From an optimization exercise on the open Yosys and OpenROAD flow, aimed at small area, a short achievable clock period and few clock cycles; shortcuts taken in it are not production practice.
At most, simulation tests tie the RTL to the original design; equivalence was not proved.
The flow treats the clock pin as an ideal source, which a real chip does not have.
Power is estimated from default activity; no workload was simulated.

// mem_unit
module mem_unit (
  input  logic                   clk_in,
  input  logic                   rst_in,
  input  logic                   rdy_in,
  input  logic                   fetch_en,
  input  mem_pkg::addr_t         fetch_addr,
  output logic                   fetch_done,
  output mem_pkg::word_t         fetch_data,
  input  logic                   load_en,
  input  mem_pkg::addr_t         load_addr,
  input  mem_pkg::size_t         load_size,
  output logic                   load_done,
  output mem_pkg::word_t         load_data,
  input  logic                   store_en,
  input  mem_pkg::addr_t         store_addr,
  input  mem_pkg::size_t         store_size,
  input  mem_pkg::word_t         store_data,
  output logic                   store_done,
  input  logic                   flush_in,
  input  logic                   io_buffer_full,
  input  mem_pkg::byte_t         mem_din,
  output mem_pkg::byte_t         mem_dout,
  output mem_pkg::addr_t         mem_a,
  output logic                   mem_wr
);
For scale: roughly 720 cells after synthesis, ~95 flip-flops, roughly 260 I/O pins, roughly 0.0062 mm^2 of cells after synthesis.
==> flow/config.mk <==
export PLATFORM = sky130hd
export DESIGN_NAME = mem_unit
export DESIGN_NICKNAME = mem_unit
export VERILOG_FILES = /design/flow/design.v
export SDC_FILE = /design/flow/constraint.sdc
export NUM_CORES = 4
export LEC_CHECK = 0
export CAP_MARGIN = 20
export CORE_MARGIN = 2
export CORE_UTILIZATION = 70
export SETUP_SLACK_MARGIN = 2.55
export SLEW_MARGIN = 20
==> flow/constraint.sdc <==
create_clock -name core_clock -period 5.0 [get_ports {clk_in}]
set_input_delay 1.0000 -clock core_clock [delete_from_list [all_inputs] [get_ports {clk_in}]]
set_output_delay 1.0000 -clock core_clock [all_outputs]
set_load 0.01 [all_outputs]
standard.sh (not shown) runs the stock make flow with config.mk's settings and CLKGATE_MAP_FILE= SYNTH_SCRIPT=/design/flow/synth_recipe.tcl, a recipe that flattens the netlist after the stock synthesis.
==> flow/flow/run.sh <==
#!/bin/bash
# Standard layout, except:
# - the port buffers are plain buf_1 cells (the default pick is the slower
#   and larger clkdlybuf4s50_1); the resizer still sizes them up where
#   timing or slew needs it;
# - the clock tree is built by flow/clock_tree.tcl just before the CTS step
#   (one root buffer, one leaf buffer per cluster of flip-flops), and the
#   CTS step is then left with nothing to do. Its usual tree for this small
#   design is 17 leaf buffers of about 8 flip-flops each.
set -euo pipefail
export BUFFER_PORTS_ARGS="-buffer_cell sky130_fd_sc_hd__buf_1"
export PRE_CTS_TCL="$PWD/flow/clock_tree.tcl"
export CTS_ARGS="-clk_nets clk_in"
bash standard.sh > flow_make.log 2>&1
Other scripts of this flow, unchanged in this note and not shown: flow/flow/clock_tree.tcl
The starting point finished clean.
Next try:
SETUP_SLACK_MARGIN = 2.5   (was 2.55)
Result:
- worst setup slack gets worse by 0.065 ns
- routed wire length goes down by about 4%
- die area stays the same
- maximum frequency goes down by about 2.5%
- cell area goes down by 1.7%
- final cell count goes down by 1.0%
- sequential share of layout area goes up by 0.56 points
- critical path depth goes up by 4
No run of this note included a check of the RTL's function; only the layout flow was run.

========
The RTL this note starts from:
==> flow/design.v <==
`timescale 1ns/1ps
`default_nettype none
package mem_pkg;
  typedef logic [31:0] addr_t;
  typedef logic [31:0] word_t;
  typedef logic [7:0]  byte_t;
  typedef logic [1:0]  size_t;
  localparam logic [1:0] IO_SELECT = 2'b11;  
endpackage
`default_nettype wire
`timescale 1ns/1ps
`default_nettype none
module mem_unit (
  input  logic                   clk_in,
  input  logic                   rst_in,
  input  logic                   rdy_in,
  input  logic                   fetch_en,
  input  mem_pkg::addr_t         fetch_addr,
  output logic                   fetch_done,
  output mem_pkg::word_t         fetch_data,
  input  logic                   load_en,
  input  mem_pkg::addr_t         load_addr,
  input  mem_pkg::size_t         load_size,
  output logic                   load_done,
  output mem_pkg::word_t         load_data,
  input  logic                   store_en,
  input  mem_pkg::addr_t         store_addr,
  input  mem_pkg::size_t         store_size,
  input  mem_pkg::word_t         store_data,
  output logic                   store_done,
  input  logic                   flush_in,
  input  logic                   io_buffer_full,
  input  mem_pkg::byte_t         mem_din,
  output mem_pkg::byte_t         mem_dout,
  output mem_pkg::addr_t         mem_a,
  output logic                   mem_wr
);
  logic        f_out;       
  logic        s_val;       
  logic [15:0] sw;
  logic [2:0]  fc;
  logic [31:0] fa;          
  logic        fdin;        
  logic        f_sub;       
  logic        d_busy;
  logic        d_wr;        
  logic        d_io;        
  logic [17:0] d_q;         
  logic [1:0]  d_idx;       
  logic [1:0]  d_last;      
  logic [31:0] sd;          
  logic        ldin;        
  logic        l_fin;       
  logic [1:0]  req_size, req_last;
  logic [17:0] req_addr;
  logic        stall;
  logic        n1, n2, n4;  
  logic        d_go;        
  logic        f_new;       
  logic        c_out;       
  logic        f_go0;       
  logic        f_done0;     
  logic [2:0]  fc0;
  logic [15:0] sw0;
  assign req_size = load_en ? load_size : store_size;
  assign req_last = req_size[1] ? 2'd3 : {1'b0, req_size[0]};
  assign req_addr = load_en ? load_addr[17:0] : store_addr[17:0];
  assign stall    = d_wr && d_io && io_buffer_full;
  assign d_go     = d_busy && !stall;
  assign c_out    = fetch_en || (f_out && !flush_in);
  assign f_go0    = !d_busy && !fc[2] && (c_out || s_val);
  assign f_done0  = c_out && (fc[2] || (f_go0 && fc == 3'd3));
  assign fc0      = f_done0 ? 3'd0 : fc + {2'd0, f_go0};
  assign sw0      = f_done0 ? sw + 16'd1 : sw;
  assign f_new    = fetch_en && !(s_val && fetch_addr[17:2] == sw);
  assign mem_a    = {14'd0, d_busy ? d_q : {sw, fc[1:0]}};
  assign mem_dout = sd[7:0];
  assign mem_wr   = rdy_in && d_wr && !(d_io && io_buffer_full);
  assign fetch_data = {f_sub ? mem_din : fa[31:24], fa[23:0]};
  assign n1 = (d_last == 2'd0);
  assign n2 = (d_last == 2'd1);
  assign n4 = d_last[1];
  assign load_data[7:0]   = ({8{n1}} & mem_din) | ({8{n2}} & sd[31:24]) | ({8{n4}} & sd[15:8]);
  assign load_data[15:8]  = ({8{n2}} & mem_din) | ({8{n4}} & sd[23:16]);
  assign load_data[23:16] = {8{n4}} & sd[31:24];
  assign load_data[31:24] = {8{n4}} & mem_din;
  always_ff @(posedge clk_in)
  begin
    if (fdin)
      fa[8*(fc[1:0] - 2'd1) +: 8] <= mem_din;
    if (rdy_in && store_en)
      sd <= store_data;
    else if ((ldin && !l_fin) || (rdy_in && d_go && d_wr))
      sd <= {mem_din, sd[31:8]};
  end
  always_ff @(posedge clk_in)
  begin
    if (rst_in)
    begin
      f_out      <= 1'b0;
      s_val      <= 1'b0;
      fc         <= 3'd0;
      fdin       <= 1'b0;
      f_sub      <= 1'b0;
      ldin       <= 1'b0;
      l_fin      <= 1'b0;
      d_busy     <= 1'b0;
      d_wr       <= 1'b0;
      fetch_done <= 1'b0;
      load_done  <= 1'b0;
      store_done <= 1'b0;
    end
    else if (!rdy_in)
    begin
      fdin  <= 1'b0;
      f_sub <= 1'b0;
      ldin  <= 1'b0;
      l_fin <= 1'b0;
      if (l_fin)
      begin
        d_busy    <= 1'b1;
        load_done <= 1'b0;
      end
    end
    else
    begin
      fetch_done <= 1'b0;
      load_done  <= 1'b0;
      store_done <= 1'b0;
      ldin       <= d_go && !d_wr;
      l_fin      <= 1'b0;
      if (load_en || store_en)
      begin
        d_busy <= 1'b1;
        d_wr   <= store_en;
        d_io   <= (req_addr[17:16] == mem_pkg::IO_SELECT);
        d_q    <= req_addr;
        d_idx  <= 2'd0;
        d_last <= req_last;
        store_done <= store_en && req_last == 2'd0 &&
                      (req_addr[17:16] != mem_pkg::IO_SELECT);
      end
      else if (d_go)
      begin
        if (d_idx == d_last)
        begin
          d_busy     <= 1'b0;
          d_wr       <= 1'b0;
          load_done  <= !d_wr;
          l_fin      <= !d_wr;
          store_done <= d_wr && d_io;
        end
        else
        begin
          d_q   <= d_q + 18'd1;
          d_idx <= d_idx + 2'd1;
          if (d_wr && !d_io && d_idx + 2'd1 == d_last)
            store_done <= 1'b1;  
        end
      end
      fdin       <= f_go0 && !f_new;
      f_sub      <= f_go0 && c_out && fc == 3'd3 && !f_new;
      fetch_done <= f_done0 && !f_new;
      f_out      <= f_new || (c_out && !f_done0);
      fc         <= f_new ? 3'd0 : (fetch_en && f_done0) ? 3'd4 : fc0;
      sw         <= fetch_en ? fetch_addr[17:2] : sw0;
      if (fetch_en)
        s_val <= 1'b1;
    end
  end
endmodule
`default_nettype wire
Settings: LEC_CHECK=0, CAP_MARGIN=20, CORE_MARGIN=2, CORE_UTILIZATION=40, SETUP_SLACK_MARGIN=2.3, SLEW_MARGIN=20; clock period 5.0 ns.
==> flow/flow/run.sh <==
#!/bin/bash
# Standard layout, with the port buffers made of plain buf_1 cells
# (the default pick is the slower and larger clkdlybuf4s50_1); the
# resizer still sizes them up where timing or slew needs it.
set -euo pipefail
export BUFFER_PORTS_ARGS="-buffer_cell sky130_fd_sc_hd__buf_1"
bash standard.sh > flow_make.log 2>&1
Change:
SETUP_SLACK_MARGIN = 2.0   (was 2.3)
Result: Via count fell by about 1.2%. Die area does not change. Global-route usage stays flat. Routed wire length rose by 1.2%.
Change:
SETUP_SLACK_MARGIN = 2.6   (was 2.0)
TNS_END_PERCENT = 5   (was default)
After rerunning: Non-clock buffer count is higher by 5; die area does not change; routed wire length is higher slightly.
Change:
SETUP_SLACK_MARGIN = 2.4   (was 2.6)
TNS_END_PERCENT = default   (was 5)
First-iteration DRC count goes up by 16%.
Combinational power goes down by 6.5%.
Count of clock-buffer cells in the layout is unchanged.
Wire length goes down by 2.2%.
Power goes up by 4.5%.
Via count goes up by 0.34%.
Cell area goes down by 2.1%.
Non-clock buffer count goes down by 7.
No run of this note included a check of the RTL's function; only the layout flow was run.

========
Setup of v12:
Another version of the RTL of mem_unit (not shown whole).
Size in the first run: about 710 cells after synthesis, roughly 130 flip-flops, roughly 260 I/O pins, ~6900 um^2 of cells after synthesis.
export LEC_CHECK = 0
export CAP_MARGIN = 20
export CORE_MARGIN = 2
export CORE_UTILIZATION = 40
export SETUP_SLACK_MARGIN = 2.5
export SLEW_MARGIN = 20
create_clock -name core_clock -period 5.0 [get_ports {clk_in}]
Scripts as last shown in full above: flow/flow/run.sh
Testbench counts of v12, summed over its fixed seeds: cycles 65,049.
## Diff of input files: v31 against v12
- putting CTS_CLUSTER_DIAMETER at 150 where nothing was set
- putting CTS_BUF_LIST at sky130_fd_sc_hd__clkbuf_4 sky130_fd_sc_hd__clkbuf_8 where nothing was set
- putting GPL_TIMING_DRIVEN at 0 where nothing was set
- putting CTS_CLUSTER_SIZE at 40 where nothing was set
met2 routed wirelength came out higher on v31 than on v12.
Looking at capture point of the critical path, the mem_a[12] result is from v31; the load_data[29] one comes from v12.
Number of buffers added by the clock tree synthesis step delta (v12 -> v31): insignificant
v31 vs v12, power per unit of standard cell area went down by about 10%.
v31 completed every stage of the flow, and the final layout passed the timing, DRC and antenna checks.
The lower number of nets in the layout of v31 and v12 is in v12.
In the tables for v31 and v12, depth of the worst register-to-register path reads lower with v12.
Inputs modified between v31 and v8:
- removing GPL_TIMING_DRIVEN (formerly 0)
Notes after the runs:
v8 completed every stage of the flow, and the final layout passed the timing, DRC and antenna checks.
Going from v31 to v8, number of buffers other than clock buffers in the final layout shrinks by about 25%.
The part of the power in combinational logic of v8 falls short of that of v31 by 2.7 points.
Diff v31..v8 | number of ordinary inverters in the final layout | unchanged
When v8 is measured against v31, its final cell count turns out about 6% lower.
Measured against each other, v31 and v8 differ in leakage power total, the lower figure coming from v8.
When the final numbers for v31 and v8 were put side by side, the sequential share of cell area turned out to be greater in v8.
Storage element area delta (v31 -> v8): insignificant
For v40, these inputs were changed with respect to v8:
- SETUP_SLACK_MARGIN now 2.55, was 2.5
## What came out
Going from v8 to v40, maximum vdd ir drop grew by more than half.
v8 → v40: number of enable flip-flop cells after synthesis neither gained nor lost much; worst path buffer plus inverter count picked up an extra 1; number of fill cells lost 40; total internal power picked up an extra 180 uW; final period demand of the worst path lost 0.024 ns.
v40 -> v8: number of distinct library cells after synthesis delta 0, exact match
> inputs changed (v40 -> v29)
- a change of SETUP_SLACK_MARGIN from 2.55 to 2.5
- an added PLACE_DENSITY of 0.8
[summary]
Going from v40 to v29, the non-clock buffer count was found to have gone down by 0.92%. In the metrics for v29 and v40, the one carrying the lower power share of the clock group is v29. v40 -> v29: global-route wire length before repair increased by a few percent.

========
mem_unit, a different RTL version from the one above (not shown whole).
Size: ~120 flip-flops, ~260 I/O pins, roughly 0.0071 sq mm of cells after synthesis.
Settings: LEC_CHECK=0, CAP_MARGIN=20, CORE_MARGIN=2, CORE_UTILIZATION=40, SETUP_SLACK_MARGIN=2.6, SLEW_MARGIN=20; clock period 5.0 ns.
run.sh (not shown) runs the stock make flow with config.mk's settings and CLKGATE_MAP_FILE= SYNTH_SCRIPT=/design/flow/synth_recipe.tcl, a recipe that flattens the netlist after the stock synthesis.
Stock flow here: none of the scripts above is used.
Change:
- SETUP_SLACK_MARGIN: 2.6 -> unset
What happened: Utilization drops by 8.1 points; power goes down by roughly a tenth; cell area is lower by roughly a tenth; sequential cell count does not change; routed wire length falls by roughly a tenth; fmax goes down by a quarter to a third; setup slack got worse by 0.98 ns; first-iteration DRC count fell by roughly a tenth.
No functional check of the RTL was part of any run of this note.

========
mem_unit, a different RTL version from the one above (not shown whole).
Size: about 650 cells after synthesis, about 120 flip-flops, roughly 260 I/O pins, about 6800 µm² of cells after synthesis.
==> flow/design.v (excerpt) <==
module mem_unit (
  input  logic                   clk_in,
  input  logic                   rst_in,
  input  logic                   rdy_in,
  input  logic                   fetch_en,
  input  mem_pkg::addr_t         fetch_addr,
  output logic                   fetch_done,
  output mem_pkg::word_t         fetch_data,
  input  logic                   load_en,
  input  mem_pkg::addr_t         load_addr,
  input  mem_pkg::size_t         load_size,
  output logic                   load_done,
  output mem_pkg::word_t         load_data,
  input  logic                   store_en,
  input  mem_pkg::addr_t         store_addr,
  input  mem_pkg::size_t         store_size,
  input  mem_pkg::word_t         store_data,
  output logic                   store_done,
  input  logic                   flush_in,
  input  logic                   io_buffer_full,
  input  mem_pkg::byte_t         mem_din,
  output mem_pkg::byte_t         mem_dout,
  output mem_pkg::addr_t         mem_a,
  output logic                   mem_wr
);
==> flow/config.mk <==
export PLATFORM = sky130hd
export DESIGN_NAME = mem_unit
export DESIGN_NICKNAME = mem_unit
export VERILOG_FILES = /design/flow/design.v
export SDC_FILE = /design/flow/constraint.sdc
export NUM_CORES = 4
export LEC_CHECK = 0
export CAP_MARGIN = 20
export CORE_MARGIN = 2
export CORE_UTILIZATION = 40
export SETUP_SLACK_MARGIN = 2.6
export SLEW_MARGIN = 20
export TNS_END_PERCENT = 5
==> flow/constraint.sdc <==
create_clock -name core_clock -period 5.0 [get_ports {clk_in}]
set_input_delay 1.0000 -clock core_clock [delete_from_list [all_inputs] [get_ports {clk_in}]]
set_output_delay 1.0000 -clock core_clock [all_outputs]
set_load 0.01 [all_outputs]
standard.sh (not shown) runs the stock make flow with config.mk's settings and CLKGATE_MAP_FILE= SYNTH_SCRIPT=/design/flow/synth_recipe.tcl, a recipe that flattens the netlist after the stock synthesis.
Scripts as last shown in full above: flow/flow/run.sh
The baseline completed with no timing, DRC or antenna violations.
==> next run, changes <==
SETUP_SLACK_MARGIN = 2.4   (was 2.6)
TNS_END_PERCENT = not set   (was 5)
Effect: Via count climbs by 0.51%. Routed wire length drops by 0.31%. Clock power drops by about 8%. First-iteration DRC count drops by 33%. Die area is unchanged. Synthesized area does not change. Worst hold slack is worse by 0.0032 ns. Sequential power is about the same.
No run of this note included a check of the RTL's function; only the layout flow was run.

========
Another version of the RTL of mem_unit (not shown whole).
Size: roughly 680 cells after synthesis, roughly 120 flip-flops, ~7200 sq um of cells after synthesis.
==> flow/config.mk <==
export PLATFORM = sky130hd
export DESIGN_NAME = mem_unit
export DESIGN_NICKNAME = mem_unit
export VERILOG_FILES = /design/flow/design.v
export SDC_FILE = /design/flow/constraint.sdc
export NUM_CORES = 4
export LEC_CHECK = 0
export CAP_MARGIN = 20
export CORE_MARGIN = 2
export CORE_UTILIZATION = 65
export SETUP_SLACK_MARGIN = 2.6
export SLEW_MARGIN = 20
==> flow/constraint.sdc <==
create_clock -name core_clock -period 5.0 [get_ports {clk_in}]
set_input_delay 1.0000 -clock core_clock [delete_from_list [all_inputs] [get_ports {clk_in}]]
set_output_delay 1.0000 -clock core_clock [all_outputs]
set_load 0.01 [all_outputs]
Scripts as last shown in full above: flow/flow/run.sh
Next try:
--- a/flow/config.mk
+++ b/flow/config.mk
@@ -9,3 +9,3 @@
 export CORE_MARGIN = 2
-export CORE_UTILIZATION = 65
+export CORE_UTILIZATION = 40
 export SETUP_SLACK_MARGIN = 2.6
The new run completed with no timing, DRC or antenna violations.
Count of clock-buffer cells in the layout fell by 3.
Power fell by a few percent.
Sequential share of layout area stays flat.
No run of this note included a check of the RTL's function; only the layout flow was run.

-- port drivers added, routing unchanged --
Ports are ideal in the flow. The routed layouts listed here were re-timed in OpenROAD. Step 1 (the two cells are an assumption about what drives the block):
set clk [get_ports {clk_in}]
set_driving_cell -lib_cell sky130_fd_sc_hd__clkbuf_16 $clk
set_driving_cell -lib_cell sky130_fd_sc_hd__buf_2 [delete_from_list [all_inputs] $clk]
Step 2 moves the port delays by t, midway between the first and last clock arrival at a register: inputs arrive t later, outputs are due t later. That takes back most of the time a late clock gives input paths. Three values: no drivers, after step 1, after step 2; two values: the first two.
run | t, ns | setup WS [ns] | worst setup path at the end | latest minus earliest clock arrival (ns)
the first run of note 1 | 0.408 | 2.505 / 2.451 / 2.153 | input to register | 0.042 / 0.041
the second run of note 1 | 0.407 | 2.440 / 2.450 / 2.044 | input to register | 0.013 / 0.013
the first run of note 2 | 0.450 | 2.331 / 2.305 / 2.153 | input to register | 0.009 / 0.009
the second run of note 2 | 0.449 | 2.096 / 2.072 / 1.911 | input to register | 0.014 / 0.014
the third run of note 2 | 0.457 | 2.468 / 2.433 / 2.198 | input to register | 0.009 / 0.009
the fourth run of note 2 | 0.453 | 2.398 / 2.371 / 2.233 | input to register | 0.007 / 0.007
v12 | 0.453 | 2.542 / 2.518 / 2.150 | input to register | 0.008 / 0.008
v31 | 0.472 | 2.420 / 2.376 / 2.194 | input to register | 0.012 / 0.012
v8 | 0.465 | 2.538 / 2.517 / 2.145 | input to register | 0.013 / 0.013
v40 | 0.475 | 2.562 / 2.506 / 2.190 | input to register | 0.014 / 0.014
v29 | 0.479 | 2.472 / 2.434 / 2.182 | input to register | 0.016 / 0.017
the first run of note 4 | 0.453 | 2.165 / 2.176 / 1.723 | input to register | 0.012 / 0.012
the second run of note 4 | 0.454 | 1.183 / 1.156 / 1.156 | input to output | 0.007 / 0.008
the first run of note 5 | 0.460 | 2.379 / 2.332 / 2.052 | input to register | 0.009 / 0.009
the second run of note 5 | 0.460 | 2.347 / 2.303 / 2.004 | input to register | 0.012 / 0.012
the first run of note 6 | 0.554 | 2.315 / 2.277 / 2.158 | input to register | 0.015 / 0.015
the second run of note 6 | 0.448 | 2.375 / 2.304 / 2.167 | input to register | 0.008 / 0.008
After both steps setup and hold are still met in every run listed. The setup slack of the first run of note 4, which loses most, moves by +0.011 ns with the drivers and by -0.442 ns with both steps.
